From an optimization exercise on the open Yosys and OpenROAD flow, aimed at small area; shortcuts taken in it are not production practice. Where RTL was checked, it was by simulation tests only, not by an equivalence proof against the original. Only the layout flow was run in runs 3 to 7; the RTL was not checked for function there.

## flow/run.sh

```bash
#!/bin/bash
# Own layout flow: the standard synthesis, then the combinational
# logic of its netlist re-mapped by ABC for area (registers, tie cells and
# all names of registers kept as synthesized), then the standard layout
# from floorplan on, with the port buffers made of the smallest buffer.
# Each tool's output goes to a log file of its own in this folder.
set -euo pipefail
here=$(pwd)
res=$here/orfs/results/${FLOW_PLATFORM}/grid_maze_dfs_path_finder/base
lib=$FLOW_HOME/platforms/${FLOW_PLATFORM}/lib/sky130_fd_sc_hd__tt_025C_1v80.lib

# 1. standard synthesis
bash standard.sh synth > synth.log 2>&1
cp "$res/1_2_yosys.v" 1_2_yosys.standard.v

# 2. re-map the combinational logic
dont_use=""
for c in $(tr -s ' \n' ' ' < flow/dont_use.txt); do dont_use="$dont_use -dont_use $c"; done
keep=$(grep -oE "sky130_fd_sc_hd__(df|edf|sdf|dl|conb)[a-z0-9_]*" 1_2_yosys.standard.v | sort -u | tr '\n' ' ')
printf 'set_driving_cell sky130_fd_sc_hd__buf_1\nset_load 5\n' > remap.constr
cat > remap.ys <<EOS
read_liberty -ignore_miss_func $lib
read_verilog 1_2_yosys.standard.v
hierarchy -top $FLOW_TOP
setattr -mod -set keep_hierarchy 1 $keep
flatten
opt_clean
abc -script $here/flow/remap.abc -liberty $lib $dont_use -constr $here/remap.constr -D 7000
opt_clean -purge
tee -o remap_stat.log stat -liberty $lib
select -module $FLOW_TOP
write_verilog -noattr -nohex -nodec -selected remapped.v
EOS
yosys -s remap.ys > remap.log 2>&1
cp remapped.v "$res/1_2_yosys.v"
rm -f "$res/1_synth.odb" "$res/1_synth.sdc"

# 3. standard layout from here
bash standard.sh BUFFER_PORTS_ARGS="-buffer_cell sky130_fd_sc_hd__buf_1" finish > layout.log 2>&1
```

## flow/dont_use.txt

```
sky130_fd_sc_hd__lpflow_bleeder_1
sky130_fd_sc_hd__lpflow_clkbufkapwr_1
sky130_fd_sc_hd__lpflow_clkbufkapwr_16
sky130_fd_sc_hd__lpflow_clkbufkapwr_2
sky130_fd_sc_hd__lpflow_clkbufkapwr_4
sky130_fd_sc_hd__lpflow_clkbufkapwr_8
sky130_fd_sc_hd__lpflow_clkinvkapwr_1
sky130_fd_sc_hd__lpflow_clkinvkapwr_16
sky130_fd_sc_hd__lpflow_clkinvkapwr_2
sky130_fd_sc_hd__lpflow_clkinvkapwr_4
sky130_fd_sc_hd__lpflow_clkinvkapwr_8
sky130_fd_sc_hd__lpflow_decapkapwr_12
sky130_fd_sc_hd__lpflow_decapkapwr_3
sky130_fd_sc_hd__lpflow_decapkapwr_4
sky130_fd_sc_hd__lpflow_decapkapwr_6
sky130_fd_sc_hd__lpflow_decapkapwr_8
sky130_fd_sc_hd__lpflow_inputiso0n_1
sky130_fd_sc_hd__lpflow_inputiso0p_1
sky130_fd_sc_hd__lpflow_inputiso1n_1
sky130_fd_sc_hd__lpflow_inputiso1p_1
sky130_fd_sc_hd__lpflow_inputisolatch_1
sky130_fd_sc_hd__lpflow_isobufsrc_1
sky130_fd_sc_hd__lpflow_isobufsrc_16
sky130_fd_sc_hd__lpflow_isobufsrc_2
sky130_fd_sc_hd__lpflow_isobufsrc_4
sky130_fd_sc_hd__lpflow_isobufsrc_8
sky130_fd_sc_hd__lpflow_isobufsrckapwr_16
sky130_fd_sc_hd__lpflow_lsbuf_lh_hl_isowell_tap_1
sky130_fd_sc_hd__lpflow_lsbuf_lh_hl_isowell_tap_2
sky130_fd_sc_hd__lpflow_lsbuf_lh_hl_isowell_tap_4
sky130_fd_sc_hd__lpflow_lsbuf_lh_isowell_4
sky130_fd_sc_hd__lpflow_lsbuf_lh_isowell_tap_1
sky130_fd_sc_hd__lpflow_lsbuf_lh_isowell_tap_2
sky130_fd_sc_hd__lpflow_lsbuf_lh_isowell_tap_4
sky130_fd_sc_hd__probe_p_8
sky130_fd_sc_hd__probec_p_8
```

## flow/remap.abc

```
&get -n
&st
&dch
&nf -R 1000
&st
&dch
&nf -R 1000
&put
```

## standard.sh

```bash
#!/bin/bash
# synth_recipe.tcl (not shown) runs the flow's synth.tcl, then flattens the netlist and writes it again
# the make line also repeats each setting of config.mk as NAME=value (left out here)
make -C /OpenROAD-flow-scripts/flow DESIGN_CONFIG=/design/flow/config.mk WORK_HOME=/design/flow/orfs CLKGATE_MAP_FILE= SYNTH_SCRIPT=/design/flow/synth_recipe.tcl "${@:-finish}"
```

## config.mk

```make
export PLATFORM = sky130hd
export DESIGN_NAME = grid_maze_dfs_path_finder
export DESIGN_NICKNAME = grid_maze_dfs_path_finder
export VERILOG_FILES = /design/flow/design.v
export SDC_FILE = /design/flow/constraint.sdc
export NUM_CORES = 4
export LEC_CHECK = 0
export ABC_AREA = 0
export CAP_MARGIN = 20
export CORE_MARGIN = 2
export CORE_UTILIZATION = 70
export CTS_BUF_LIST = sky130_fd_sc_hd__clkbuf_16
export CTS_CLUSTER_DIAMETER = 100
export CTS_CLUSTER_SIZE = 30
export SLEW_MARGIN = 20
export SYNTH_HIERARCHICAL = 1
export SYNTH_MINIMUM_KEEP_SIZE = 0
```

## constraint.sdc

```tcl
create_clock -name core_clock -period 7.0 [get_ports {clk}]
set_input_delay 1.4000 -clock core_clock [delete_from_list [all_inputs] [get_ports {clk}]]
set_output_delay 1.4000 -clock core_clock [all_outputs]
set_load 0.01 [all_outputs]
```

## design.v

```verilog
`timescale 1ns / 1ps
package gmdfs_pkg;
	localparam logic [1:0] DIR_UP    = 2'd0;
	localparam logic [1:0] DIR_LEFT  = 2'd1;
	localparam logic [1:0] DIR_DOWN  = 2'd2;
	localparam logic [1:0] DIR_RIGHT = 2'd3;
endpackage
`timescale 1ns / 1ps
module gmdfs_neigh (
	input  logic [5:0] cur,
	input  logic [1:0] dir,
	output logic [5:0] idx,
	output logic       inb
);
	logic [2:0] row;
	logic [2:0] col;
	assign row = cur[5:3];
	assign col = cur[2:0];
	always_comb begin
		case (dir)
			gmdfs_pkg::DIR_UP: begin
				idx = {row - 3'd1, col};
				inb = row != 3'd0;
			end
			gmdfs_pkg::DIR_LEFT: begin
				idx = {row, col - 3'd1};
				inb = col != 3'd0;
			end
			gmdfs_pkg::DIR_DOWN: begin
				idx = {row + 3'd1, col};
				inb = row != 3'd7;
			end
			default: begin
				idx = {row, col + 3'd1};
				inb = col != 3'd7;
			end
		endcase
	end
endmodule
`timescale 1ns / 1ps
module grid_maze_dfs_path_finder (
	input  logic       clk,
	input  logic       arst_n,
	input  logic       item_valid,
	output logic       item_stall,
	input  logic       cmd,
	input  logic [2:0] cell_row,
	input  logic [2:0] cell_col,
	input  logic       blocked,
	output logic       result_valid,
	input  logic       result_stall,
	output logic       found,
	output logic [2:0] path_row,
	output logic [2:0] path_col,
	output logic       last
);
	localparam logic [2:0] ST_IDLE = 3'd0;
	localparam logic [2:0] ST_EXP  = 3'd1;
	localparam logic [2:0] ST_SCAN = 3'd2;
	localparam logic [2:0] ST_BACK = 3'd3;
	localparam logic [2:0] ST_EMIT = 3'd4;
	localparam logic [2:0] ST_MISS = 3'd5;
	logic [2:0] state_q;
	logic [5:0] cur_q;       
	logic [1:0] cpd_q;       
	logic [1:0] dir_q;       
	logic       have_q;      
	logic [63:0] vis_q;
	logic [63:0] a_q;
	logic [63:0] b_q;
	logic idle;
	logic to_pred;
	assign idle    = state_q == ST_IDLE;
	assign to_pred = (state_q == ST_BACK) || (state_q == ST_EMIT);
	logic [5:0] nb_idx;
	logic       nb_inb;
	gmdfs_neigh u_nb (
		.cur (cur_q),
		.dir (to_pred ? cpd_q : dir_q),
		.idx (nb_idx),
		.inb (nb_inb)
	);
	logic [5:0]  addr;
	logic [63:0] sel;
	logic        rd_vis;
	logic [1:0]  rd_dir;
	assign addr = idle ? {cell_row, cell_col} : nb_idx;
	gmdfs_dec u_dec (.addr(addr), .sel(sel));
	gmdfs_rd u_rd (.sel(sel), .vis(vis_q), .a(a_q), .b(b_q), .rd_vis(rd_vis), .rd_dir(rd_dir));
	logic free;
	logic child;
	assign free  = nb_inb && !rd_vis && !rd_dir[1];
	assign child = nb_inb && rd_vis && (rd_dir == {~dir_q[1], dir_q[0]});
	logic item_acc;
	logic result_acc;
	logic run_go;
	logic load_go;
	logic push;
	assign item_acc   = item_valid && !item_stall;
	assign result_acc = result_valid && !result_stall;
	assign run_go     = item_acc && cmd;
	assign load_go    = item_acc && !cmd;
	assign push       = (state_q == ST_EXP) && free;
	logic at_start;
	assign at_start = cur_q == 6'd0;
	assign item_stall   = !idle;
	assign result_valid = (state_q == ST_EMIT) || (state_q == ST_MISS);
	assign found        = state_q == ST_EMIT;
	assign path_row     = cur_q[5:3];
	assign path_col     = cur_q[2:0];
	assign last         = at_start;
	always_ff @(posedge clk or negedge arst_n) begin
		if (!arst_n) begin
			state_q <= ST_IDLE;
		end else begin
			case (state_q)
				ST_IDLE: if (run_go) state_q <= ST_EXP;
				ST_EXP: begin
					if (dir_q == gmdfs_pkg::DIR_RIGHT) state_q <= (have_q || free) ? ST_SCAN : ST_BACK;
				end
				ST_SCAN: begin
					if (child) state_q <= (nb_idx == 6'd63) ? ST_EMIT : ST_EXP;
					else if (dir_q == gmdfs_pkg::DIR_RIGHT) state_q <= ST_BACK;
				end
				ST_BACK: begin
					if (at_start) state_q <= ST_MISS;
					else if (cpd_q != gmdfs_pkg::DIR_LEFT) state_q <= ST_SCAN;
				end
				ST_EMIT: if (result_acc && at_start) state_q <= ST_IDLE;
				ST_MISS: if (result_acc) state_q <= ST_IDLE;
				default: state_q <= ST_IDLE;
			endcase
		end
	end
	always_ff @(posedge clk) begin
		case (state_q)
			ST_IDLE: begin
				cur_q   <= 6'd0;
				dir_q   <= gmdfs_pkg::DIR_UP;
				have_q  <= 1'b0;
			end
			ST_EXP: begin
				dir_q <= dir_q + 2'd1;
				if (free) have_q <= 1'b1;
				if (dir_q == gmdfs_pkg::DIR_RIGHT) have_q <= 1'b0;
			end
			ST_SCAN: begin
				dir_q <= dir_q + 2'd1;
				if (child) begin
					cur_q <= nb_idx;
					cpd_q <= {~dir_q[1], dir_q[0]};
					dir_q <= gmdfs_pkg::DIR_UP;
				end
			end
			ST_BACK: begin
				if (!at_start) begin
					cur_q <= nb_idx;
					cpd_q <= rd_dir;
				end
				dir_q <= {~cpd_q[1], cpd_q[0]} + 2'd1;
			end
			ST_EMIT: begin
				if (result_acc) begin
					cur_q <= nb_idx;
					cpd_q <= rd_dir;
				end
			end
			default: ;
		endcase
	end
	logic clr;
	logic wr_vis;
	logic wr_a;
	logic wr_b;
	assign clr    = idle && run_go;
	assign wr_vis = !idle && (rd_vis || push);
	assign wr_a   = idle ? (load_go ? blocked : rd_dir[1] && !rd_vis) : push ? ~dir_q[1] : rd_dir[1];
	assign wr_b   = push ? dir_q[0] : rd_dir[0];
	assign vis_q[0] = 1'b1;
	assign a_q[0]   = 1'b0;
	assign b_q[0]   = 1'b0;
	for (genvar i = 1; i < 64; i++) begin : g_cell
		logic vis_ff;
		logic a_ff;
		logic a_in;
		assign vis_q[i] = vis_ff;
		always_ff @(posedge clk) begin
			if (sel[i] || clr) vis_ff <= wr_vis;
		end
		if (i == 63) begin : g_x
			assign a_in   = wr_vis ? wr_b : wr_a;
			assign a_q[i] = a_ff && !vis_ff;
			assign b_q[i] = a_ff;
		end else begin : g_a
			assign a_in   = wr_a;
			assign a_q[i] = a_ff;
			if (i == 7) begin : g_b
				assign b_q[i] = !a_ff;
			end else if (i == 56) begin : g_b
				assign b_q[i] = a_ff;
			end else begin : g_b
				logic b_ff;
				assign b_q[i] = b_ff;
				always_ff @(posedge clk) begin
					if (sel[i]) b_ff <= wr_b;
				end
			end
		end
		always_ff @(posedge clk or negedge arst_n) begin
			if (!arst_n) a_ff <= 1'b0;
			else if (sel[i]) a_ff <= a_in;
			else if (clr && vis_ff) a_ff <= 1'b0;
		end
	end
endmodule
module gmdfs_dec (
	input  logic [5:0]  addr,
	output logic [63:0] sel
);
	logic [7:0] row_sel;
	logic [7:0] col_sel;
	for (genvar i = 0; i < 8; i++) begin : g_rc
		assign row_sel[i] = addr[5:3] == 3'(i);
		assign col_sel[i] = addr[2:0] == 3'(i);
	end
	for (genvar i = 0; i < 64; i++) begin : g_sel
		assign sel[i] = row_sel[i / 8] & col_sel[i % 8];
	end
endmodule
module gmdfs_rd (
	input  logic [63:0] sel,
	input  logic [63:0] vis,
	input  logic [63:0] a,
	input  logic [63:0] b,
	output logic        rd_vis,
	output logic [1:0]  rd_dir
);
	function automatic logic and_or(input logic [63:0] s, input logic [63:0] x);
		logic [65:0] t;
		logic [21:0] l1;
		logic [10:0] l2;
		logic [5:0]  l3;
		logic [2:0]  l4;
		logic [1:0]  l5;
		t = {2'b00, s & x};
		for (int k = 0; k < 22; k++) l1[k] = ~(t[3*k] | t[3*k+1] | t[3*k+2]);
		for (int k = 0; k < 11; k++) l2[k] = ~(l1[2*k] & l1[2*k+1]);
		for (int k = 0; k < 5; k++) l3[k] = ~(l2[2*k] | l2[2*k+1]);
		l3[5] = ~l2[10];
		for (int k = 0; k < 3; k++) l4[k] = ~(l3[2*k] & l3[2*k+1]);
		l5[0] = ~(l4[0] | l4[1]);
		l5[1] = ~l4[2];
		and_or = ~(l5[0] & l5[1]);
	endfunction
	assign rd_vis = and_or(sel, vis);
	assign rd_dir = {and_or(sel, a), and_or(sel, b)};
endmodule
```

==> run summary, run 1 <==
outcome=complete, no violations; core area=12,600 sq um; DR DRC count=0; proportion of layout cells with a drive suffix above 1=0.0725; commonest non-fill, non-tap cells in the layout=134 x edfxtp_1, 126 x nand2_1, 107 x a21oi_1; GR Util All Layers=0.413; via count=7,713; Mapped Area=8940 sq um; Worst Hold Class=reg -> reg; drt total wl=27.2 mm; Filler cells=783; Buf/Inv on CP=3; vias in the first global route=7,032; crit path launch type=flip-flop; maximum root-to-sink buffer count=2; YS warnings=9; Final Hold Viols=0; Layout area overhead=12.5%; PortBufs=21; CTS H-tree lvls=4; DPL Wire Length=between 15 and 20 mm; total CTS buffers=17; Levels on crit path=21; initial antenna violation count=0; final setup skew=12.0 ps; Die Footprint=13,700 sq um; Initial Utilization=0.712; critical path capture point type=flip-flop; Final nets=895; CTS clk-pin slew, worst paths=70 ps; Crit-path slowest cell=mux2_2; TritonRoute pass-1 iters=7; Worst Reg-to-Reg Cells=21; RSZ-0062 raised after global routing=false; global placer's final weighted congestion=1.00; slew at the pin closest to its max-slew limit=~1000 ps; Worst Setup Path Type=reg -> reg; CTS tree=done; Layout Cells excl Fill=about 1,100; Mean Syn Cell Area=10.9 sq um; Mapped Cells=819; fin crit share=0.955; Final Critical Period=6680 ps; clk latency of the worst-skew pair=450 ps; largest net degree at the start of global routing=67; Slew Limit Fails=0; Root Driver=clkbuf_16; # setup viols final=0; first-pass GRT wire length=slightly above 40 mm; Clock Sinks=200; # IOs=22; setup tns final=0 ps; Antenna Cells=0; Top delay family on crit path=simple AND/OR/NAND/NOR gates; Routed WL per cell=roughly 25 um; reg2reg end=g_cell[15].g_a.genblk1.g_b.b_ff; Final Core Density=0.801; Worst EP arrival=6860 ps; flop-to-flop setup slack=320 ps; FMAX=0.150 GHz; end point of the critical path=g_cell[15].g_a.genblk1.g_b.b_ff; row count=41; Largest stage delay, worst path=between 500 and 600 ps; DIE HEIGHT=117 um; Slew HR=0.332; grt ovf=0; commonest non-fill, non-tap cell in the layout=edfxtp_1; CP max FO=26; violation count after the first detailed-route iteration=1,413; worst reg2reg startpoint=state_q[2]; CP Cell Sequence=clkinv_1, or3_1, nand2_1, nor2_1, a21oi_1, o21ai_0, a21oi_1, xnor2_1, nor2_1, a21oi_1, nand2_1, buf_4, nor2_1, a22oi_1, nand4_1, nor4_1, nand2_1, nand2b_1, nor3_1, mux2_2, buf_4; Critical Path RT=7180 ps; max-cap viol count=0; Vias/cell=7.22; post-route ant nets=0; placed insts=slightly above 1,000; Die W=around 120 um; Crit. Startpoint=state_q[2]
[state kept, by name, indices dropped and copies added (netlist names)]
signal	cells
dir_q	2
have_q	1
cpd_q	2
cur_q	6
g_cell.g_a.genblk1.g_b.b_ff	60
g_cell.vis_ff	63
state_q	3
g_cell.a_ff	63
[final cells by class]
class,instances,area [sq um],share of cell area
flip-flops and latches,200,5680,0.564
multi-input cells,611,3300,0.328
clock buffers,17,425,0.0423
repair buffers,45,283,0.0281
well taps,172,215,0.0214
clock inverters,15,134,0.0133
inverters,8,30.0,0.00298
[worst reg2reg max path: cells and delay by family, from the launching register on]
family	cells	cell delay [ps]
buf+inv	3	910
xor+xnor	1	130
mux	1	590
compound gates	5	1370
simple gates	11	2950
flops	1	480
[through the flow]
| stage | hold slack (ps) | instance area, sq um | setup slack (ps) |
|---|---|---|---|
| global placement | 507 | 9460 | 665 |
| detailed placement | 525 | 9460 | 476 |
| finish | 533 | 10100 | 318 |
| CTS | 535 | 10000 | 458 |
| global route | 563 | 10100 | 116 |
| floorplan | 467 | 8960 | 776 |
[worst min-delay path by stage]
stage / start / endpoint / slack [ps] / cells past startpoint
CTS: g_cell[40].a_ff / g_cell[40].a_ff / 540 / 2
detailed placement: g_cell[40].a_ff / g_cell[40].a_ff / 530 / 2
floorplan: g_cell[4].a_ff / g_cell[4].a_ff / 470 / 2
global route: g_cell[23].a_ff / g_cell[23].a_ff / 560 / 2
global placement: g_cell[63].a_ff / g_cell[63].a_ff / 510 / 2
finish: g_cell[40].a_ff / g_cell[40].a_ff / 530 / 2
[routing by layer]
metal | up-vias | wire length, um | GRT usage
li1 | 3279 | - | -
met1 | 3625 | 9770 | 0.570
met2 | 689 | 11900 | 0.604
met3 | 120 | 4000 | 0.127
met4 | 0 | 1500 | 0.201
met5 | - | 0 | 0
[what timing repair did]
action                                  in CTS  in global routing
resized for setup                            0                  2
setup buffers                                0                  0
hold buffers                                 0                  0
endpoints found under the setup margin       0                 35
endpoints found under the hold margin        0                  0
==> inputs of run 2 (changes only) <==
--- a/flow/run.sh
+++ b/flow/run.sh
@@ -4,3 +4,4 @@
 # all names of registers kept as synthesized), then the standard layout
-# from floorplan on, with the port buffers made of the smallest buffer.
+# from floorplan on, with the port buffers made of the smallest buffer and
+# a clock tree of clkbuf_8 without dummy loads.
 # Each tool's output goes to a log file of its own in this folder.
@@ -38,2 +39,4 @@
 # 3. standard layout from here
-bash standard.sh BUFFER_PORTS_ARGS="-buffer_cell sky130_fd_sc_hd__buf_1" finish > layout.log 2>&1
+# clock tree of one buffer size, without dummy loads
+cts_args="-sink_clustering_enable -repair_clock_nets -dont_use_dummy_load -buf_list sky130_fd_sc_hd__clkbuf_8"
+bash standard.sh BUFFER_PORTS_ARGS="-buffer_cell sky130_fd_sc_hd__buf_1" CTS_ARGS="$cts_args" finish > layout.log 2>&1
==> flow/remap.abc (replaced) <==
&get -n
&st
&dch
&nf -R 1000
&st
&dch
&nf -R 1000
&st
&dch
&nf -R 1000
&put
==> run 2 against run 1 <==
Flip-flop and latch count unchanged. First-iteration DRC count shrank 18%. Non-clock buffer count decreased by 17. Critical path type unchanged. Critical endpoint is now g_cell[63].a_ff.
==> run summary, run 2 <==
via count=7,554 (was 7,713); CP max FO=61 (was 26); drt total wl=26.3 mm (was 27.2 mm); Critical Path RT=7330 ps (was 7180 ps); Slew Limit Fails=0 (unchanged); Clock Sinks=200 (unchanged); Top Registers=g_cell.a_ff x63, g_cell.vis_ff x63, g_cell.g_a.genblk1.g_b.b_ff x60 (unchanged); CTS tree=done (unchanged); DR DRC count=0 (unchanged); Cell Area, Placed=9310 sq um (was 9460 sq um); RSZ-0062 raised after global routing=false (unchanged); grt ovf=0 (unchanged); worst hold slack=534 ps (was 533 ps); YS warnings=9 (unchanged); Antenna Cells=0 (unchanged); placed insts=1,013 (was 1,035); Vias/cell=7.33 (was 7.22); post-route ant nets=0 (unchanged); Routed WL per cell=25.5 um (about the same); # setup viols final=0 (unchanged); Post-CTS Setup Inserts=0 (unchanged); Root Driver=clkbuf_8 (was clkbuf_16); fin crit share=0.939 (was 0.955); Final Core Density=0.764 (was 0.801); Final nets=873 (was 895); Setup WS pre-CTS=492 ps (was 476 ps); final setup skew=31.8 ps (was 12.0 ps); outcome=complete, no violations (unchanged); Layout Cells excl Fill=1,031 (was 1,068); Worst Setup Path Type=reg -> reg (unchanged); maximum root-to-sink buffer count=2 (unchanged); commonest non-fill, non-tap cell in the layout=edfxtp_1 (unchanged); Filler cells=876 (was 783); max-cap viol count=0 (unchanged); FMAX=0.152 GHz (was 0.150 GHz); clk latency of the worst-skew pair=470 ps (was 450 ps); Slew HR=0.353 (was 0.332); Crit. Startpoint=state_q[2] (unchanged); # hold bufs at CTS=0 (unchanged); largest net degree at the start of global routing=67 (unchanged); DPL Wire Length=17.5 mm (was 18.6 mm); setup tns final=0 ps (unchanged); proportion of layout cells with a drive suffix above 1=0.0442 (was 0.0725); Worst Hold Class=reg -> reg (unchanged); Final Critical Period=6580 ps (was 6680 ps); Initial Utilization=0.711 (was 0.712); Mapped Cells=814 (was 819); GR Util All Layers=0.406 (was 0.413); CP Cell Sequence=clkinv_1, or3_1, nand2_1, nor2_1, a21oi_2, o21ai_0, o21bai_1, xor2_1, nor2_1, a21o_1, nand2_2, nor2_1, a22oi_1, nand4_1, nor4_1, nand3_1, nor2_1, nand2_1, mux2_4, o311ai_0, o21ai_0 (was clkinv_1, or3_1, nand2_1, nor2_1, a21oi_1, o21ai_0, a21oi_1, xnor2_1, nor2_1, a21oi_1, nand2_1, buf_4, nor2_1, a22oi_1, nand4_1, nor4_1, nand2_1, nand2b_1, nor3_1, mux2_2, buf_4); Die W=117 um (about the same); core area=12,500 sq um (was 12,600 sq um); worst setup slack after layout=424 ps (was 318 ps); global placer's final weighted congestion=0.974 (was 1.00); CTS H-tree lvls=4 (unchanged); Layout area overhead=7.50% (was 12.5%); Crit-path slowest cell=mux2_4 (was mux2_2); slew at the pin closest to its max-slew limit=970 ps (was 997 ps); row count=41 (unchanged); CTS clk-pin slew, worst paths=90 ps (was 70 ps); initial antenna violation count=0 (unchanged); first-pass GRT wire length=40.1 mm (was 40.6 mm); # IOs=22 (unchanged); Mapped Area=8900 sq um (was 8940 sq um); worst reg2reg startpoint=state_q[2] (unchanged); PortBufs=21 (unchanged); violation count after the first detailed-route iteration=1,161 (was 1,413); DIE HEIGHT=117 um (about the same); total CTS buffers=17 (unchanged); commonest non-fill, non-tap cells in the layout=134 x edfxtp_1, 120 x nand2_1, 119 x a21oi_1 (was 134 x edfxtp_1, 126 x nand2_1, 107 x a21oi_1); TritonRoute pass-1 iters=7 (unchanged); post-route cell area=9560 sq um (was 10,100 sq um); Worst Hold Launch=g_cell[44].a_ff (was g_cell[40].a_ff); cell mode on critical path=nor2_1; crit path launch type=flip-flop (unchanged); Worst EP arrival=6900 ps (was 6860 ps); Die Footprint=13,600 sq um (was 13,700 sq um); critical path capture point type=flip-flop (unchanged); Final Hold Viols=0 (unchanged); vias in the first global route=7,048 (was 7,032); Largest stage delay, worst path=550 ps (was 590 ps); Mean Syn Cell Area=10.9 sq um (about the same)
==> run 2: changes by cell type in the layout (fill, tap and decap cells not counted), sizes merged, moves of 3 or more <==
cell / previous run / this run
inv: 10 / 0
mux2i: 13 / 7
nand2: 127 / 124
nand3: 13 / 10
a22oi: 71 / 65
nor3: 7 / 3
a221oi: 5 / 8
buf: 44 / 27
nand2b: 3 / 0
clkinv: 12 / 6
a21oi: 107 / 121
==> run 2: worst max-delay path: cells and delay by family, from the launching register on <==
family / cells / cell delay, ps
and+or+nand+nor: 11 / 3040
AOI/OAI and AO/OA: 7 / 1900
muxes: 1 / 550
DFF: 1 / 480
xor gates and xnor gates: 1 / 230
buffers and inverters: 1 / 210
==> run 2: layout make-up <==
type,count,area [sq um],share of cell area
repair buffers,28,143,0.0149
flip-flops and latches,200,5680,0.593
clock buffers,17,234,0.0245
inverters,6,22.5,0.00235
well taps,172,215,0.0225
multi-input cells,608,3270,0.342
==> run 2: repair_timing <==
| action | 4_1_cts | 5_1_grt |
|---|---|---|
| gates resized for setup | 0 | 1 |
| hold endpoints to repair | 0 | 0 |
| setup endpoints to repair | 0 | 6 |
==> run 2: layer usage <==
| metal | share of wire | wire length, um | vias to the layer above | track usage |
|---|---|---|---|---|
| met1 | 0.37 | 9850 | 3603 | 0.561 |
| met3 | 0.13 | 3310 | 106 | 0.125 |
| met5 | 0 | 0 | - | 0 |
| met2 | 0.45 | 11900 | 643 | 0.598 |
| met4 | 0.047 | 1240 | 0 | 0.189 |
| li1 | - | - | 3202 | - |
==> run 2: final timing paths <==
check / endpoint / slack (ps) / cells after the start
worst max-delay path: g_cell[63].a_ff / 420 / 21
worst min-delay path: g_cell[44].a_ff / 530 / 2
worst max register to register: g_cell[63].a_ff / 420 / 21
worst min register to register: g_cell[44].a_ff / 530 / 2
max in group asynchronous: g_cell[56].a_ff / 5190 / 2
min in group asynchronous: state_q[1] / 1150 / 2
==> inputs of run 3 (changes only) <==
--- a/design.v
+++ b/design.v
@@ -189,3 +189,7 @@
 		end
-		if (i == 63) begin : g_x
+		if (i == 1 || i == 8) begin : g_x
+			assign a_in   = wr_a;
+			assign a_q[i] = a_ff;
+			assign b_q[i] = i == 1;
+		end else if (i == 63) begin : g_x
 			assign a_in   = wr_vis ? wr_b : wr_a;
@@ -208,6 +212,13 @@
 		end
-		always_ff @(posedge clk or negedge arst_n) begin
-			if (!arst_n) a_ff <= 1'b0;
-			else if (sel[i]) a_ff <= a_in;
-			else if (clr && vis_ff) a_ff <= 1'b0;
+		if (i == 1 || i == 8) begin : g_w
+			always_ff @(posedge clk or negedge arst_n) begin
+				if (!arst_n) a_ff <= 1'b0;
+				else if (sel[i]) a_ff <= a_in;
+			end
+		end else begin : g_w
+			always_ff @(posedge clk or negedge arst_n) begin
+				if (!arst_n) a_ff <= 1'b0;
+				else if (sel[i]) a_ff <= a_in;
+				else if (clr && vis_ff) a_ff <= 1'b0;
+			end
 		end
==> run 3 against run 2 <==
Still clean on timing, DRC and antenna. Worst hold slack worse by 40 ps. Count of clock-buffer cells in the layout unchanged. Synthesized cell count is 5.4% higher. Non-clock buffer count increased by 28. Sequential share of layout area down 2.2 points. Final cell count is 7.3% higher. Die area increased by 0.21%. Critical path depth decreased by 2. Critical endpoint is now g_cell[1].a_ff. Largest cell class unchanged. Highest routed layer unchanged.
==> run summary, run 3 <==
Mean Syn Cell Area=10.4 sq um (was 10.9 sq um); grt ovf=0 (unchanged); global placer's final weighted congestion=0.989 (was 0.974); Worst Reg-to-Reg Cells=19 (was 21); RSZ-0062 raised after global routing=false (unchanged); GR Util All Layers=0.407 (was 0.406); commonest non-fill, non-tap cells in the layout=228 x nand2_1, 132 x edfxtp_1, 129 x o21ai_0 (was 134 x edfxtp_1, 120 x nand2_1, 119 x a21oi_1); row count=41 (unchanged); FMAX=0.150 GHz (was 0.152 GHz); commonest non-fill, non-tap cell in the layout=nand2_1 (was edfxtp_1); Crit-path slowest cell=a31oi_2 (was mux2_4); Die Footprint=13,700 sq um (was 13,600 sq um); Slew HR=0.369 (was 0.353); Mapped Cells=858 (was 814); Top Registers=g_cell.a_ff x63, g_cell.vis_ff x63, g_cell.genblk1.g_a.genblk1.g_b.b_ff x58 (was g_cell.a_ff x63, g_cell.vis_ff x63, g_cell.g_a.genblk1.g_b.b_ff x60); Clock Sinks=198 (was 200); maximum root-to-sink buffer count=2 (unchanged); slew at the pin closest to its max-slew limit=946 ps (was 970 ps); CTS H-tree lvls=4 (unchanged); violation count after the first detailed-route iteration=1,482 (was 1,161); Cell Area, Placed=9540 sq um (was 9310 sq um); clk latency of the worst-skew pair=490 ps (was 470 ps); placed insts=1,085 (was 1,013); CP max FO=12 (was 61); # IOs=22 (unchanged); Hold Path Cell Cnt=1 (was 2); PortBufs=21 (unchanged); Slew Limit Fails=0 (unchanged); Layout area overhead=10.3% (was 7.50%); DIE HEIGHT=117 um (about the same); worst hold slack=494 ps (was 534 ps); flop-to-flop setup slack=320 ps (was 420 ps); Worst Hold Class=reg -> reg (unchanged); Mapped Area=8920 sq um (was 8900 sq um); Worst EP arrival=7110 ps (was 6900 ps); CTS clk-pin slew, worst paths=90 ps (about the same); crit path launch type=flip-flop (unchanged); Critical Path RT=7430 ps (was 7330 ps); total CTS buffers=17 (unchanged); Worst Setup Path Type=reg -> reg (unchanged); core area=12,500 sq um (unchanged); Initial Utilization=0.712 (was 0.711); vias in the first global route=7,053 (was 7,048); YS warnings=9 (unchanged); CP Cell Sequence=nor2b_1, nand2_1, nand2_1, mux2i_1, o21ai_0, a21oi_1, xnor2_1, nor2_1, a21oi_1, nor2_1, nand2_1, nor2_1, a22oi_1, nand4_1, nor4_2, nand3_1, or4_1, a31oi_2, mux2_1 (was clkinv_1, or3_1, nand2_1, nor2_1, a21oi_2, o21ai_0, o21bai_1, xor2_1, nor2_1, a21o_1, nand2_2, nor2_1, a22oi_1, nand4_1, nor4_1, nand3_1, nor2_1, nand2_1, mux2_4, o311ai_0, o21ai_0); via count=7,729 (was 7,554); setup tns final=0 ps (unchanged); Routed WL per cell=24.2 um (was 25.5 um); outcome=complete, no violations (unchanged); post-route cell area=9840 sq um (was 9560 sq um); Vias/cell=6.99 (was 7.33); Filler cells=865 (was 876); DR DRC count=0 (unchanged); Largest stage delay, worst path=800 ps (was 550 ps); fin crit share=0.955 (was 0.939); first-pass GRT wire length=40.0 mm (was 40.1 mm); max-cap viol count=0 (unchanged); final setup skew=32.4 ps (was 31.8 ps); Die W=117 um (about the same); Final nets=948 (was 873); critical path capture point type=flip-flop (unchanged); # setup viols final=0 (unchanged); largest net degree at the start of global routing=67 (unchanged); Final Hold Viols=0 (unchanged); Root Driver=clkbuf_8 (unchanged); DPL Wire Length=17.7 mm (was 17.5 mm); proportion of layout cells with a drive suffix above 1=0.0664 (was 0.0442); Final Critical Period=6680 ps (was 6580 ps); drt total wl=26.7 mm (was 26.3 mm); TritonRoute pass-1 iters=6 (was 7); post-route ant nets=0 (unchanged); CTS tree=done (unchanged); Antenna Cells=0 (unchanged); Layout Cells excl Fill=1,106 (was 1,031); initial antenna violation count=0 (unchanged)
run 3: changes by cell type in the layout (fill, tap and decap cells not counted), sizes merged, moves of 3 or more:
cell   delta
nor2      -4
nor3      +4
mux2i     -5
o21ai    +53
nand2   +104
a21oi   -107
buf      +29
o21a      -3
nor4      -3
a22oi     +5
run 3: worst paths after layout:
kind / start / end
hold / removal: g_cell[1].a_ff / g_cell[1].a_ff
hold reg to reg: g_cell[1].a_ff / g_cell[1].a_ff
setup reg to reg: state_q[1] / g_cell[1].a_ff
min in group asynchronous: arst_n / g_cell[61].a_ff
max in group asynchronous: arst_n / g_cell[45].a_ff
setup / recovery: state_q[1] / g_cell[1].a_ff
run 3: what timing repair did:
| action | 4_1_cts | 5_1_grt |
|---|---|---|
| hold buffers | 0 | 0 |
| setup buffers | 0 | 3 |
| endpoints found under the setup margin | 0 | 121 |
| gates resized for setup | 0 | 4 |
run 3: metrics by stage:
stage | utilization | worst slack (ps)
floorplan | - | 773
global placement | 0.760 | 525
detailed placement | 0.762 | 253
CTS | 0.781 | 156
global route | 0.786 | 1.08
finish | 0.786 | 318
run 3: worst max-delay path, delay by kind of cell, from the launching register on:
kind                      cells  cell delay, ps
AOI/OAI and AO/OA             5            1840
xor gates and xnor gates      1             200
DFF                           1             570
muxes                         2             780
and+or+nand+nor              11            3230
run 3: metal layers:
layer | GRT usage | up-vias | share of wire | routed length [um]
met5 | 0 | - | 0 | 0
met4 | 0.190 | 0 | 0.049 | 1320
met3 | 0.132 | 123 | 0.15 | 3950
met2 | 0.611 | 639 | 0.44 | 11800
met1 | 0.547 | 3638 | 0.36 | 9630
li1 | - | 3329 | - | -
run 3: final cells by class:
type	count	area [sq um]	area share
sequential	198	5620	0.571
inverter	7	26.3	0.00267
clock buffer	17	234	0.0238
timing repair buffer	56	395	0.0402
multi-input combinational	656	3350	0.341
tap	172	215	0.0219
==> inputs of run 4 (changes only) <==
--- a/design.v
+++ b/design.v
@@ -59,5 +59,5 @@
 	localparam logic [2:0] ST_SCAN = 3'd2;
-	localparam logic [2:0] ST_BACK = 3'd3;
-	localparam logic [2:0] ST_EMIT = 3'd4;
-	localparam logic [2:0] ST_MISS = 3'd5;
+	localparam logic [2:0] ST_MISS = 3'd3;
+	localparam logic [2:0] ST_BACK = 3'd4;
+	localparam logic [2:0] ST_EMIT = 3'd5;
 	logic [2:0] state_q;
@@ -73,3 +73,3 @@
 	assign idle    = state_q == ST_IDLE;
-	assign to_pred = (state_q == ST_BACK) || (state_q == ST_EMIT);
+	assign to_pred = state_q[2];
 	logic [5:0] nb_idx;
@@ -87,3 +87,3 @@
 	assign addr = idle ? {cell_row, cell_col} : nb_idx;
-	gmdfs_dec u_dec (.addr(addr), .sel(sel));
+	gmdfs_dec u_dec (.addr(addr), .all(clr), .sel(sel));
 	gmdfs_rd u_rd (.sel(sel), .vis(vis_q), .a(a_q), .b(b_q), .rd_vis(rd_vis), .rd_dir(rd_dir));
@@ -176,4 +176,4 @@
 	assign wr_vis = !idle && (rd_vis || push);
-	assign wr_a   = idle ? (load_go ? blocked : rd_dir[1] && !rd_vis) : push ? ~dir_q[1] : rd_dir[1];
-	assign wr_b   = push ? dir_q[0] : rd_dir[0];
+	assign wr_a   = idle ? (load_go ? blocked : rd_dir[1] && !rd_vis) : rd_dir[1] || (push && !dir_q[1]);
+	assign wr_b   = rd_vis ? rd_dir[0] : dir_q[0];
 	assign vis_q[0] = 1'b1;
@@ -187,3 +187,3 @@
 		always_ff @(posedge clk) begin
-			if (sel[i] || clr) vis_ff <= wr_vis;
+			if (sel[i]) vis_ff <= wr_vis;
 		end
@@ -193,3 +193,3 @@
 			assign b_q[i] = i == 1;
-		end else if (i == 63) begin : g_x
+		end else if (i == 9 || i == 63) begin : g_x
 			assign a_in   = wr_vis ? wr_b : wr_a;
@@ -215,3 +215,3 @@
 				if (!arst_n) a_ff <= 1'b0;
-				else if (sel[i]) a_ff <= a_in;
+				else if (sel[i] && !clr) a_ff <= a_in;
 			end
@@ -220,4 +220,3 @@
 				if (!arst_n) a_ff <= 1'b0;
-				else if (sel[i]) a_ff <= a_in;
-				else if (clr && vis_ff) a_ff <= 1'b0;
+				else if (sel[i]) a_ff <= clr ? a_ff && !vis_ff : a_in;
 			end
@@ -228,2 +227,3 @@
 	input  logic [5:0]  addr,
+	input  logic        all,
 	output logic [63:0] sel
@@ -233,4 +233,4 @@
 	for (genvar i = 0; i < 8; i++) begin : g_rc
-		assign row_sel[i] = addr[5:3] == 3'(i);
-		assign col_sel[i] = addr[2:0] == 3'(i);
+		assign row_sel[i] = all || addr[5:3] == 3'(i);
+		assign col_sel[i] = all || addr[2:0] == 3'(i);
 	end
==> flow/remap.abc (replaced) <==
&get -n
&st
&dch
&nf -R 1000
&st
&dch
&nf -R 1000
&put
==> config.mk (replaced) <==
export PLATFORM = sky130hd
export DESIGN_NAME = grid_maze_dfs_path_finder
export DESIGN_NICKNAME = grid_maze_dfs_path_finder
export VERILOG_FILES = /design/flow/design.v
export SDC_FILE = /design/flow/constraint.sdc
export NUM_CORES = 4
export LEC_CHECK = 0
export ABC_AREA = 1
export CAP_MARGIN = 20
export CORE_MARGIN = 2
export CORE_UTILIZATION = 80
export CTS_BUF_LIST = sky130_fd_sc_hd__clkbuf_8
export SLEW_MARGIN = 20
==> run 4 against run 3 <==
Register-to-register slack improved by 30 ps. Utilization increased by 12 points. Global-route usage increased by 6.9 points. Non-clock buffer count down 5. Setup slack better by 28 ps. Area after synthesis fell by 3.8%. Synthesized cell count fell by 15%. Critical path depth increased by 5. Critical endpoint is now g_cell[32].a_ff.
==> run summary, run 4 <==
TritonRoute pass-1 iters=10 (was 6); global placer's final weighted congestion=0.978 (was 0.989); GR Util All Layers=0.476 (was 0.407); Die Footprint=11,600 sq um (was 13,700 sq um); worst hold slack=483 ps (was 494 ps); via count=7,601 (was 7,729); critical path capture point type=flip-flop (unchanged); Final Hold Viols=0 (unchanged); initial antenna violation count=0 (unchanged); first-pass GRT wire length=39.9 mm (was 40.0 mm); Hold Path Cell Cnt=2 (was 1); final setup skew=32.3 ps (was 32.4 ps); Worst EP arrival=7020 ps (was 7110 ps); violation count after the first detailed-route iteration=2,078 (was 1,482); Hold EP=g_cell[24].a_ff (was g_cell[1].a_ff); clk latency of the worst-skew pair=490 ps (about the same); post-route ant nets=0 (unchanged); outcome=complete, no violations (unchanged); commonest non-fill, non-tap cells in the layout=131 x edfxtp_1, 95 x nor2_1, 94 x nand2_1 (was 228 x nand2_1, 132 x edfxtp_1, 129 x o21ai_0); Layout area overhead=9.01% (was 10.3%); DIE HEIGHT=108 um (was 117 um); proportion of layout cells with a drive suffix above 1=0.0675 (was 0.0664); Final nets=814 (was 948); Worst Setup Path Type=reg -> reg (unchanged); # setup viols final=0 (unchanged); Slew HR=0.389 (was 0.369); FMAX=0.150 GHz (about the same); drt total wl=26.3 mm (was 26.7 mm); Post-CTS Setup Inserts=0 (unchanged); CTS tree=done (unchanged); flop-to-flop setup slack=350 ps (was 320 ps); vias in the first global route=7,153 (was 7,053); Worst Hold Class=reg -> reg (unchanged); Routed WL per cell=28.1 um (was 24.2 um); worst reg2reg startpoint=state_q[2] (was state_q[1]); Antenna Cells=0 (unchanged); Filler cells=411 (was 865); crit path launch type=flip-flop (unchanged); Final Critical Period=6650 ps (was 6680 ps); row count=37 (was 41); DPL Wire Length=16.8 mm (was 17.7 mm); total CTS buffers=17 (unchanged); Critical Path RT=7370 ps (was 7430 ps); # IOs=22 (unchanged); Worst Hold Launch=g_cell[24].a_ff (was g_cell[1].a_ff); setup tns final=0 ps (unchanged); Root Driver=clkbuf_8 (unchanged); maximum root-to-sink buffer count=2 (unchanged); Mapped Area=8580 sq um (was 8920 sq um); Worst Reg-to-Reg Cells=24 (was 19); commonest non-fill, non-tap cell in the layout=edfxtp_1 (was nand2_1); Slew Limit Fails=0 (unchanged); Top Registers=g_cell.a_ff x63, g_cell.vis_ff x63, g_cell.genblk1.g_a.genblk1.g_b.b_ff x57 (was g_cell.a_ff x63, g_cell.vis_ff x63, g_cell.genblk1.g_a.genblk1.g_b.b_ff x58); grt ovf=0 (unchanged); fin crit share=0.951 (was 0.955); YS warnings=3 (was 9); Initial Utilization=0.827 (was 0.712); Mean Syn Cell Area=11.7 sq um (was 10.4 sq um); DR DRC count=0 (unchanged); Clock Sinks=197 (was 198); slew at the pin closest to its max-slew limit=916 ps (was 946 ps); max-cap viol count=0 (unchanged); reg2reg end=g_cell[32].a_ff (was g_cell[1].a_ff); CTS H-tree lvls=4 (unchanged); PortBufs=21 (unchanged); Die W=108 um (was 117 um); Mapped Cells=732 (was 858); Vias/cell=8.12 (was 6.99); largest net degree at the start of global routing=67 (unchanged); core area=10,400 sq um (was 12,500 sq um); CP max FO=28 (was 12); CTS clk-pin slew, worst paths=80 ps (was 90 ps); RSZ-0062 raised after global routing=false (unchanged)
==> run 4: how the worst max path moves through the flow <==
stage,from,to,slack [ps],cells after the start
2_1_floorplan,state_q[2],g_cell[63].a_ff,460,18
3_3_place_gp,state_q[2],g_cell[59].a_ff,1070,22
3_5_place_dp,state_q[2],g_cell[37].a_ff,440,22
4_1_cts,state_q[2],g_cell[32].a_ff,310,22
5_1_grt,state_q[2],g_cell[51].a_ff,7,24
6_report,state_q[2],g_cell[32].a_ff,350,24
==> run 4: layout make-up <==
cell class	count	area [sq um]	share of cell area
Timing Repair Buffer	51	325	0.0348
Tap cell	136	170	0.0182
Clock buffer	17	234	0.0250
Multi-Input combinational cell	532	3030	0.324
Sequential cell	197	5590	0.597
Inverter	3	11.3	0.00120
==> run 4: timing repair <==
item / in CTS / in global routing
resized for setup: 0 / 2
hold buffers: 0 / 0
endpoints found under the setup margin: 0 / 27
==> run 4: metal layers <==
metal / GRT usage / routed length, um / up-vias
met5: 0 / 0 / -
met4: 0.288 / 2290 / 0
met3: 0.179 / 4450 / 253
met2: 0.691 / 11300 / 903
met1: 0.615 / 8230 / 3421
li1: - / - / 3024
==> run 4: critical path, stage by stage (launching register included) <==
cell and delay, ps:
dfrtp_1 530, mux2_1 450, nor2_1 240, xor2_1 220, a21oi_1 90, o21a_1 110, a21oi_1 210, nor2_1 80
a21oi_1 350, nor2b_1 170, a21oi_1 190, buf_4 310, nor2_1 170, a22o_1 260, a221oi_1 230, nand4_1 180
nor4_1 470, nand3_1 290, nor3b_1 460, nand2_1 170, o21ai_0 380, o21ai_4 240, buf_16 240, buf_4 230
o31ai_1 260
==> run 4: per-stage QoR <==
stage / setup slack (ps) / instance area (sq um) / util / std cells
floorplan: 463 / 8580 / - / 732
global placement: 1070 / 9080 / 0.876 / 918
detailed placement: 436 / 9080 / 0.876 / 918
CTS: 314 / 9320 / 0.899 / 935
global route: 7.30 / 9350 / 0.902 / 936
finish: 346 / 9350 / 0.902 / 936
==> inputs of run 5 (changes only) <==
--- a/config.mk
+++ b/config.mk
@@ -10,3 +10,3 @@
 export CORE_MARGIN = 2
-export CORE_UTILIZATION = 80
+export CORE_UTILIZATION = 70
 export CTS_BUF_LIST = sky130_fd_sc_hd__clkbuf_8
==> run 5 against run 4 <==
Worst hold slack improved by 0.94 ps. Clock skew is 1.8 ps higher. Largest cell class unchanged.
==> run summary, run 5 <==
via count=7,009 (was 7,601); commonest non-fill, non-tap cell in the layout=edfxtp_1 (unchanged); Hold Path Cell Cnt=2 (unchanged); Crit. Startpoint=state_q[2] (unchanged); row count=40 (was 37); commonest non-fill, non-tap cells in the layout=131 x edfxtp_1, 95 x nor2_1, 94 x nand2_1 (unchanged); CTS tree=done (unchanged); Final nets=822 (was 814); Layout area overhead=9.82% (was 9.01%); final setup skew=34.1 ps (was 32.3 ps); initial antenna violation count=0 (unchanged); violation count after the first detailed-route iteration=1,244 (was 2,078); clk latency of the worst-skew pair=470 ps (was 490 ps); Worst Hold Launch=g_cell[30].a_ff (was g_cell[24].a_ff); maximum root-to-sink buffer count=2 (unchanged); FMAX=0.157 GHz (was 0.150 GHz); proportion of layout cells with a drive suffix above 1=0.0755 (was 0.0675); Slew HR=0.382 (was 0.389); slew at the pin closest to its max-slew limit=927 ps (was 916 ps); Vias/cell=7.34 (was 8.12); end point of the critical path=g_cell[26].a_ff (was g_cell[32].a_ff); Post-CTS Setup Inserts=0 (unchanged); Worst Hold Class=reg -> reg (unchanged); # setup viols final=0 (unchanged); Worst EP arrival=6730 ps (was 7020 ps); crit path launch type=flip-flop (unchanged); drt total wl=24.5 mm (was 26.3 mm); Top Registers=g_cell.a_ff x63, g_cell.vis_ff x63, g_cell.genblk1.g_a.genblk1.g_b.b_ff x57 (unchanged); Die W=115 um (was 108 um); Mapped Cells=732 (unchanged); global placer's final weighted congestion=0.945 (was 0.978); RSZ-0062 raised after global routing=false (unchanged); Worst Setup Path Type=reg -> reg (unchanged); Post-CTS Resized=0 (unchanged); Die Footprint=13,200 sq um (was 11,600 sq um); TritonRoute pass-1 iters=6 (was 10); Antenna Cells=0 (unchanged); YS warnings=3 (unchanged); post-route ant nets=0 (unchanged); worst hold slack=484 ps (was 483 ps); # hold bufs at CTS=0 (unchanged); Worst Reg-to-Reg Cells=23 (was 24); flop-to-flop setup slack=630 ps (was 350 ps); Filler cells=757 (was 411); post-route cell area=9420 sq um (was 9350 sq um); reg2reg end=g_cell[26].a_ff (was g_cell[32].a_ff); grt ovf=0 (unchanged); Root Driver=clkbuf_8 (unchanged); Critical Path RT=7360 ps (was 7370 ps); worst reg2reg startpoint=state_q[2] (unchanged); CP max FO=30 (was 28); DIE HEIGHT=115 um (was 108 um); CTS H-tree lvls=4 (unchanged); DR DRC count=0 (unchanged); Cell Area, Placed=9160 sq um (was 9080 sq um); Slew Limit Fails=0 (unchanged); first-pass GRT wire length=37.7 mm (was 39.9 mm); Mean Syn Cell Area=11.7 sq um (unchanged); Final Hold Viols=0 (unchanged); # IOs=22 (unchanged); vias in the first global route=6,684 (was 7,153); Final Core Density=0.784 (was 0.902); critical path capture point type=flip-flop (unchanged); GR Util All Layers=0.390 (was 0.476); Mapped Area=8580 sq um (unchanged); PortBufs=21 (unchanged); DPL Wire Length=16.8 mm (about the same); total CTS buffers=17 (unchanged); fin crit share=0.910 (was 0.951); Final Critical Period=6370 ps (was 6650 ps); CTS clk-pin slew, worst paths=80 ps (about the same); Clock Sinks=197 (unchanged); core area=12,000 sq um (was 10,400 sq um); largest net degree at the start of global routing=67 (unchanged); outcome=complete, no violations (unchanged); Routed WL per cell=25.6 um (was 28.1 um); max-cap viol count=0 (unchanged); setup tns final=0 ps (unchanged); Initial Utilization=0.714 (was 0.827)
-- run 5: changes by cell type in the layout (fill, tap and decap cells not counted), sizes merged --
cell / before / now
buf: 51 / 59
-- run 5: area by class of cell --
class | count | area, sq um | area share
tap | 147 | 184 | 0.0195
sequential | 197 | 5590 | 0.593
inverter | 3 | 11.3 | 0.00120
clock buffer | 17 | 234 | 0.0248
multi-input combinational | 532 | 3020 | 0.321
timing repair buffer | 59 | 385 | 0.0409
-- run 5: critical path: stages, from the launching register on --
cell and delay, ps:
dfrtp_1 540, mux2i_1 340, nor2_1 140, maj3_1 390, o21bai_1 150, a21oi_1 50, a21oi_1 240, nor2_1 90
a21o_1 240, a31oi_1 500, buf_4 290, nor2_1 160, a22o_1 300, a221oi_1 220, nand3_1 160, nor4_1 310
nand2_1 280, nor3b_1 440, nand2_1 160, o21ai_0 340, o21ai_4 220, buf_16 230, buf_4 230, o31ai_1 250
-- run 5: worst min-delay path by stage --
| stage | to | slack (ps) |
|---|---|---|
| global route | g_cell[23].a_ff | 500 |
| CTS | g_cell[30].a_ff | 480 |
| detailed placement | g_cell[57].a_ff | 470 |
| floorplan | g_cell[11].a_ff | 440 |
| global placement | g_cell[21].a_ff | 460 |
| finish | g_cell[30].a_ff | 480 |
-- run 5: stage by stage --
step,instances,worst slack (ps)
2_1_floorplan,732,463
3_3_place_gp,937,1090
3_5_place_dp,937,823
4_1_cts,954,671
5_1_grt,955,55.2
6_report,955,630
-- run 5: per-layer routing --
layer  wire [um]  GRT usage  up-vias  share of wire
met3        3010      0.112       93           0.12
li1            -          -     3023              -
met1        9200      0.533     3343           0.38
met5           0          0        -              0
met4        1210      0.182        0          0.049
met2       11000      0.590      550           0.45
==> inputs of run 6 (changes only) <==
--- a/design.v
+++ b/design.v
@@ -176,4 +176,4 @@
 	assign wr_vis = !idle && (rd_vis || push);
-	assign wr_a   = idle ? (load_go ? blocked : rd_dir[1] && !rd_vis) : rd_dir[1] || (push && !dir_q[1]);
-	assign wr_b   = rd_vis ? rd_dir[0] : dir_q[0];
+	assign wr_a   = idle ? (load_go ? blocked : rd_dir[1] && !rd_vis) : push ? ~dir_q[1] : rd_dir[1];
+	assign wr_b   = push ? dir_q[0] : rd_dir[0];
 	assign vis_q[0] = 1'b1;
@@ -193,3 +193,3 @@
 			assign b_q[i] = i == 1;
-		end else if (i == 9 || i == 63) begin : g_x
+		end else if (i == 9 || i == 55 || i == 62 || i == 63) begin : g_x
 			assign a_in   = wr_vis ? wr_b : wr_a;
==> run 6 against run 5 <==
Critical path type unchanged. Worst hold slack better by 2.4 ps. Still clean. Critical endpoint is now g_cell[55].a_ff. Sequential share of layout area decreased by 0.095 points. Flip-flop and latch count decreased by 2. Via count shrank 0.44%. Critical path depth is 1 higher.
==> run summary, run 6 <==
outcome=complete, no violations (unchanged); drt total wl=24.6 mm (was 24.5 mm); Layout area overhead=9.59% (was 9.82%); Vias/cell=7.39 (was 7.34); Die Footprint=13,100 sq um (was 13,200 sq um); commonest non-fill, non-tap cell in the layout=edfxtp_1 (unchanged); Final Core Density=0.780 (was 0.784); CTS clk-pin slew, worst paths=90 ps (was 80 ps); DR DRC count=0 (unchanged); maximum root-to-sink buffer count=2 (unchanged); max-cap viol count=0 (unchanged); Worst EP arrival=6680 ps (was 6730 ps); Slew HR=0.392 (was 0.382); post-route cell area=9330 sq um (was 9420 sq um); worst hold slack=487 ps (was 484 ps); Final nets=811 (was 822); flop-to-flop setup slack=700 ps (was 630 ps); GR Util All Layers=0.399 (was 0.390); grt ovf=0 (unchanged); RSZ-0062 raised after global routing=false (unchanged); critical path capture point type=flip-flop (unchanged); Mapped Area=8520 sq um (was 8580 sq um); first-pass GRT wire length=38.0 mm (was 37.7 mm); Setup WS pre-CTS=431 ps (was 823 ps); Mean Syn Cell Area=11.8 sq um (was 11.7 sq um); Clock Sinks=195 (was 197); worst reg2reg startpoint=state_q[2] (unchanged); Hold Path Cell Cnt=2 (unchanged); Antenna Cells=0 (unchanged); Critical Path RT=7380 ps (was 7360 ps); Mapped Cells=721 (was 732); total CTS buffers=17 (unchanged); slew at the pin closest to its max-slew limit=912 ps (was 927 ps); CP Cell Sequence=mux2_1, nor2_1, xor2_1, xnor2_1, nor2_1, a21oi_1, nor2_1, a21oi_1, nor2_1, a21oi_1, buf_4, nor2_1, a22o_1, a221oi_1, nand4_1, nor3_1, nand4_1, nor4_1, buf_4, and4_1, nand3_1, mux2_2, a21oi_1, o31ai_1 (was mux2i_1, nor2_1, maj3_1, o21bai_1, a21oi_1, a21oi_1, nor2_1, a21o_1, a31oi_1, buf_4, nor2_1, a22o_1, a221oi_1, nand3_1, nor4_1, nand2_1, nor3b_1, nand2_1, o21ai_0, o21ai_4, buf_16, buf_4, o31ai_1); Slew Limit Fails=0 (unchanged); commonest non-fill, non-tap cells in the layout=129 x edfxtp_1, 94 x nor2_1, 85 x nand2_1 (was 131 x edfxtp_1, 95 x nor2_1, 94 x nand2_1); TritonRoute pass-1 iters=8 (was 6); row count=40 (unchanged); clk latency of the worst-skew pair=500 ps (was 470 ps); DIE HEIGHT=114 um (was 115 um); largest net degree at the start of global routing=67 (unchanged); Top Registers=g_cell.a_ff x63, g_cell.vis_ff x63, g_cell.genblk1.g_a.genblk1.g_b.b_ff x55 (was g_cell.a_ff x63, g_cell.vis_ff x63, g_cell.genblk1.g_a.genblk1.g_b.b_ff x57); core area=12,000 sq um (about the same); # IOs=22 (unchanged); Post-CTS Setup Inserts=0 (unchanged); reg2reg end=g_cell[55].a_ff (was g_cell[26].a_ff); FMAX=0.159 GHz (was 0.157 GHz); Root Driver=clkbuf_8 (unchanged); vias in the first global route=6,562 (was 6,684); Final Critical Period=6300 ps (was 6370 ps); setup tns final=0 ps (unchanged); Worst Hold Launch=g_cell[54].a_ff (was g_cell[30].a_ff); cell mode on critical path=nor2_1 (unchanged); global placer's final weighted congestion=1.04 (was 0.945); fin crit share=0.900 (was 0.910); Worst Hold Class=reg -> reg (unchanged); Final Hold Viols=0 (unchanged); post-route ant nets=0 (unchanged); initial antenna violation count=0 (unchanged); # hold bufs at CTS=0 (unchanged); Worst Reg-to-Reg Cells=24 (was 23); Worst Setup Path Type=reg -> reg (unchanged); violation count after the first detailed-route iteration=1,142 (was 1,244); Sequential Area=5530 sq um (was 5590 sq um); Initial Utilization=0.712 (was 0.714); Cell Area, Placed=9090 sq um (was 9160 sq um); Hold EP=g_cell[54].a_ff (was g_cell[30].a_ff); Largest stage delay, worst path=590 ps (was 540 ps); # setup viols final=0 (unchanged); Die W=114 um (was 115 um); final setup skew=30.6 ps (was 34.1 ps); proportion of layout cells with a drive suffix above 1=0.0778 (was 0.0755); CTS H-tree lvls=4 (unchanged); multi-input logic area=3020 sq um (about the same); CTS tree=done (unchanged); crit path launch type=flip-flop (unchanged); Crit-path slowest cell=mux2_2 (was dfrtp_1); Layout Cells excl Fill=944 (was 955); placed insts=927 (was 937); DPL Wire Length=17.1 mm (was 16.8 mm); CP max FO=26 (was 30); worst setup slack after layout=700 ps (was 630 ps); via count=6,978 (was 7,009); PortBufs=21 (unchanged); YS warnings=3 (unchanged); Filler cells=761 (was 757); Routed WL per cell=26.0 um (was 25.6 um)
-- run 6: cell count changes in the layout (fill, tap and decap cells not counted), moves of 5 or more --
| cell | change |
|---|---|
| a21oi_1 | -6 |
| a221oi_1 | +7 |
| a22o_1 | +5 |
| a22oi_1 | -7 |
| nand2_1 | -9 |
| nand3_1 | -6 |
| nor3_1 | +5 |
-- run 6: how the worst max path moves through the flow --
stage / endpoint / startpoint / slack, ps
detailed placement: g_cell[55].a_ff / state_q[2] / 430
CTS: g_cell[55].a_ff / state_q[2] / 400
finish: g_cell[55].a_ff / state_q[2] / 700
global route: g_cell[63].a_ff / state_q[2] / 160
floorplan: g_cell[55].a_ff / state_q[2] / 570
global placement: g_cell[22].genblk1.g_a.genblk1.g_b.b_ff / state_q[2] / 800
-- run 6: per-layer routing --
layer  global-route usage  wire [um]  up-vias
met5                    0          0        -
met4                0.202       1230        0
met3                0.112       3170      106
met2                0.573      10800      562
met1                0.568       9360     3318
li1                     -          -     2992
-- run 6: what timing repair did --
item | in CTS | in global routing
resized for setup | 0 | 2
endpoints found under the hold margin | 0 | 0
setup endpoints to repair | 0 | 47
-- run 6: critical path: cells and delay by family, from the launching register on --
kind                   cells  cell delay (ps)
AO/OA/AOI/OAI              7             2050
XOR/XNOR                   2              350
buffers and inverters      2              410
flip-flops                 1              550
multiplexers               2             1090
AND/OR/NAND/NOR           11             1750
-- run 6: cell type report --
cell class,instances,area share
clock buffer,17,0.0251
inverter,2,0.000804
multi-input combinational,524,0.323
sequential,195,0.592
tap,147,0.0197
timing repair buffer,59,0.0391
==> inputs of run 7 (changes only) <==
==> flow/remap.abc (replaced) <==
&get -n
&st
&dch
&nf -R 1000
&st
&dch
&nf -R 1000
&put
topo
stime -c
upsize -c
dnsize -c
==> run 7 against run 6 <==
Synthesized cell count unchanged. Flip-flop and latch count unchanged. Global-route usage down 0.67 points.
==> run summary, run 7 <==
post-route ant nets=0 (unchanged); Routed WL per cell=25.6 um (was 26.0 um); total CTS buffers=17 (unchanged); CTS H-tree lvls=4 (unchanged); RSZ-0062 raised after global routing=false (unchanged); flop-to-flop setup slack=490 ps (was 700 ps); GR Util All Layers=0.392 (was 0.399); Layout area overhead=8.26% (was 9.59%); slew at the pin closest to its max-slew limit=970 ps (was 912 ps); crit path launch type=flip-flop (unchanged); Final Critical Period=6510 ps (was 6300 ps); # setup viols final=0 (unchanged); final setup skew=35.3 ps (was 30.6 ps); Top Registers=g_cell.a_ff x63, g_cell.vis_ff x63, g_cell.genblk1.g_a.genblk1.g_b.b_ff x55 (unchanged); Mapped Area=8710 sq um (was 8520 sq um); proportion of layout cells with a drive suffix above 1=0.0971 (was 0.0778); Worst Setup Path Type=reg -> reg (unchanged); Vias/cell=7.34 (was 7.39); Layout Cells excl Fill=951 (was 944); Filler cells=767 (was 761); Antenna Cells=0 (unchanged); row count=40 (unchanged); CTS clk-pin slew, worst paths=80 ps (was 90 ps); Die W=116 um (was 114 um); placed insts=934 (was 927); YS warnings=3 (unchanged); reg2reg end=cur_q[2] (was g_cell[55].a_ff); initial antenna violation count=0 (unchanged); Slew HR=0.353 (was 0.392); drt total wl=24.4 mm (was 24.6 mm); Clock Sinks=195 (unchanged); Crit. Startpoint=state_q[2] (unchanged); worst reg2reg startpoint=state_q[2] (unchanged); Die Footprint=13,400 sq um (was 13,100 sq um); global placer's final weighted congestion=0.987 (was 1.04); PortBufs=21 (unchanged); setup tns final=0 ps (unchanged); Final Core Density=0.782 (was 0.780); fin crit share=0.930 (was 0.900); outcome=complete, no violations (unchanged); max-cap viol count=0 (unchanged); grt ovf=0 (unchanged); Root Driver=clkbuf_8 (unchanged); core area=12,100 sq um (was 12,000 sq um); clk latency of the worst-skew pair=470 ps (was 500 ps); Mapped Cells=721 (unchanged); violation count after the first detailed-route iteration=1,144 (was 1,142); Final nets=797 (was 811); Worst Hold Class=reg -> reg (unchanged); Worst Hold Launch=g_cell[25].a_ff (was g_cell[54].a_ff); commonest non-fill, non-tap cells in the layout=129 x edfxtp_1, 92 x nor2_1, 85 x nand2_1 (was 129 x edfxtp_1, 94 x nor2_1, 85 x nand2_1); critical path capture point type=flip-flop (unchanged); commonest non-fill, non-tap cell in the layout=edfxtp_1 (unchanged); Post-CTS Setup Inserts=0 (unchanged); CTS tree=done (unchanged); maximum root-to-sink buffer count=2 (unchanged); vias in the first global route=6,708 (was 6,562); Mean Syn Cell Area=12.1 sq um (was 11.8 sq um); Initial Utilization=0.722 (was 0.712); first-pass GRT wire length=38.3 mm (was 38.0 mm); Worst Reg-to-Reg Cells=22 (was 24); DPL Wire Length=16.7 mm (was 17.1 mm); TritonRoute pass-1 iters=6 (was 8)
==> run 7: what timing repair did <==
action / CTS / global route
setup endpoints to repair: 0 / 6
resized for setup: 0 / 1
hold buffers: 0 / 0
==> run 7: area by class of cell <==
cell class / count / area [sq um] / share of cell area
sequential: 195 / 5530 / 0.586
multi-input combinational: 524 / 3190 / 0.339
clock buffer: 17 / 234 / 0.0248
tap: 168 / 210 / 0.0223
inverter: 2 / 7.51 / 0.000796
timing repair buffer: 45 / 260 / 0.0276
==> run 7: how the worst min path moves through the flow <==
stage / endpoint / cells past startpoint / slack, ps
after floorplan: g_cell[31].a_ff / 2 / 450
after global placement: g_cell[50].a_ff / 2 / 460
after detailed placement: g_cell[49].a_ff / 2 / 470
after CTS: g_cell[49].a_ff / 2 / 490
after global routing: g_cell[53].a_ff / 2 / 510
final: g_cell[25].a_ff / 2 / 490
==> run 7: per-stage QoR <==
step	area (sq um)	setup slack, ps	hold WS (ps)
floorplan	8710	1350	447
global placement	9190	684	461
detailed placement	9190	570	468
CTS	9420	521	486
global route	9430	37.5	507
finish	9430	489	488
==> run 7: critical path, cell delays in order, from the launching register on <==
cell,delay (ps)
dfrtp_1,590
mux2i_4,550
nor2_4,100
xor2_1,190
xnor2_1,140
nor2_1,50
a21oi_1,270
nor2_2,90
a21oi_4,230
nor2_1,100
a21oi_2,580
buf_4,300
nor2_1,160
a22o_1,270
a221oi_1,240
nand4_1,150
nor3_2,190
nand4_1,200
nor4_4,400
xor2_1,140
o31ai_1,490
nand3_1,180
nor2_1,500
==> run 7: metal layers <==
| layer | routed length [um] | vias up | part of all wire | track usage |
|---|---|---|---|---|
| met4 | 1080 | 0 | 0.044 | 0.179 |
| met2 | 10900 | 508 | 0.45 | 0.576 |
| met1 | 9280 | 3399 | 0.38 | 0.564 |
| li1 | - | 2975 | - | - |
| met3 | 3170 | 95 | 0.13 | 0.0968 |
| met5 | 0 | - | 0 | 0 |

-- separate check: timing with driven ports --
The flow's constraints put no driver on any port. The routed layouts listed below were extracted and timed again, unchanged, in two steps. Step 1 (the two cells are an assumption about what drives the block):
set clk [get_ports {clk}]
set_driving_cell -lib_cell sky130_fd_sc_hd__clkbuf_16 $clk
set_driving_cell -lib_cell sky130_fd_sc_hd__buf_2 [delete_from_list [all_inputs] $clk]
Step 2 moves the port delays by t, midway between the first and last clock arrival at a register: inputs arrive t later, outputs are due t later. That takes back most of the time a late clock gives input paths. Three values: no drivers, after step 1, after step 2; two values: the first two.
run | shift t [ns] | setup slack, ns | latest minus earliest clock arrival (ns) | worst data-port slew with drivers (ns) | pins driven straight from the clock port
run 1 | 0.489 | 0.318 / 0.318 / 0.318 | 0.012 / 0.012 | 0.04 | 1
run 2 | 0.497 | 0.424 / 0.424 / 0.424 | 0.032 / 0.032 | 0.04 | 1
run 3 | 0.513 | 0.318 / 0.318 / 0.318 | 0.032 / 0.032 | 0.04 | 1
run 4 | 0.510 | 0.346 / 0.346 / 0.346 | 0.032 / 0.032 | 0.03 | 1
run 5 | 0.493 | 0.630 / 0.630 / 0.630 | 0.034 / 0.034 | 0.04 | 1
run 6 | 0.518 | 0.700 / 0.700 / 0.700 | 0.031 / 0.031 | 0.03 | 1
run 7 | 0.490 | 0.489 / 0.489 / 0.489 | 0.035 / 0.036 | 0.04 | 1
After both steps setup and hold are still met in every run listed.
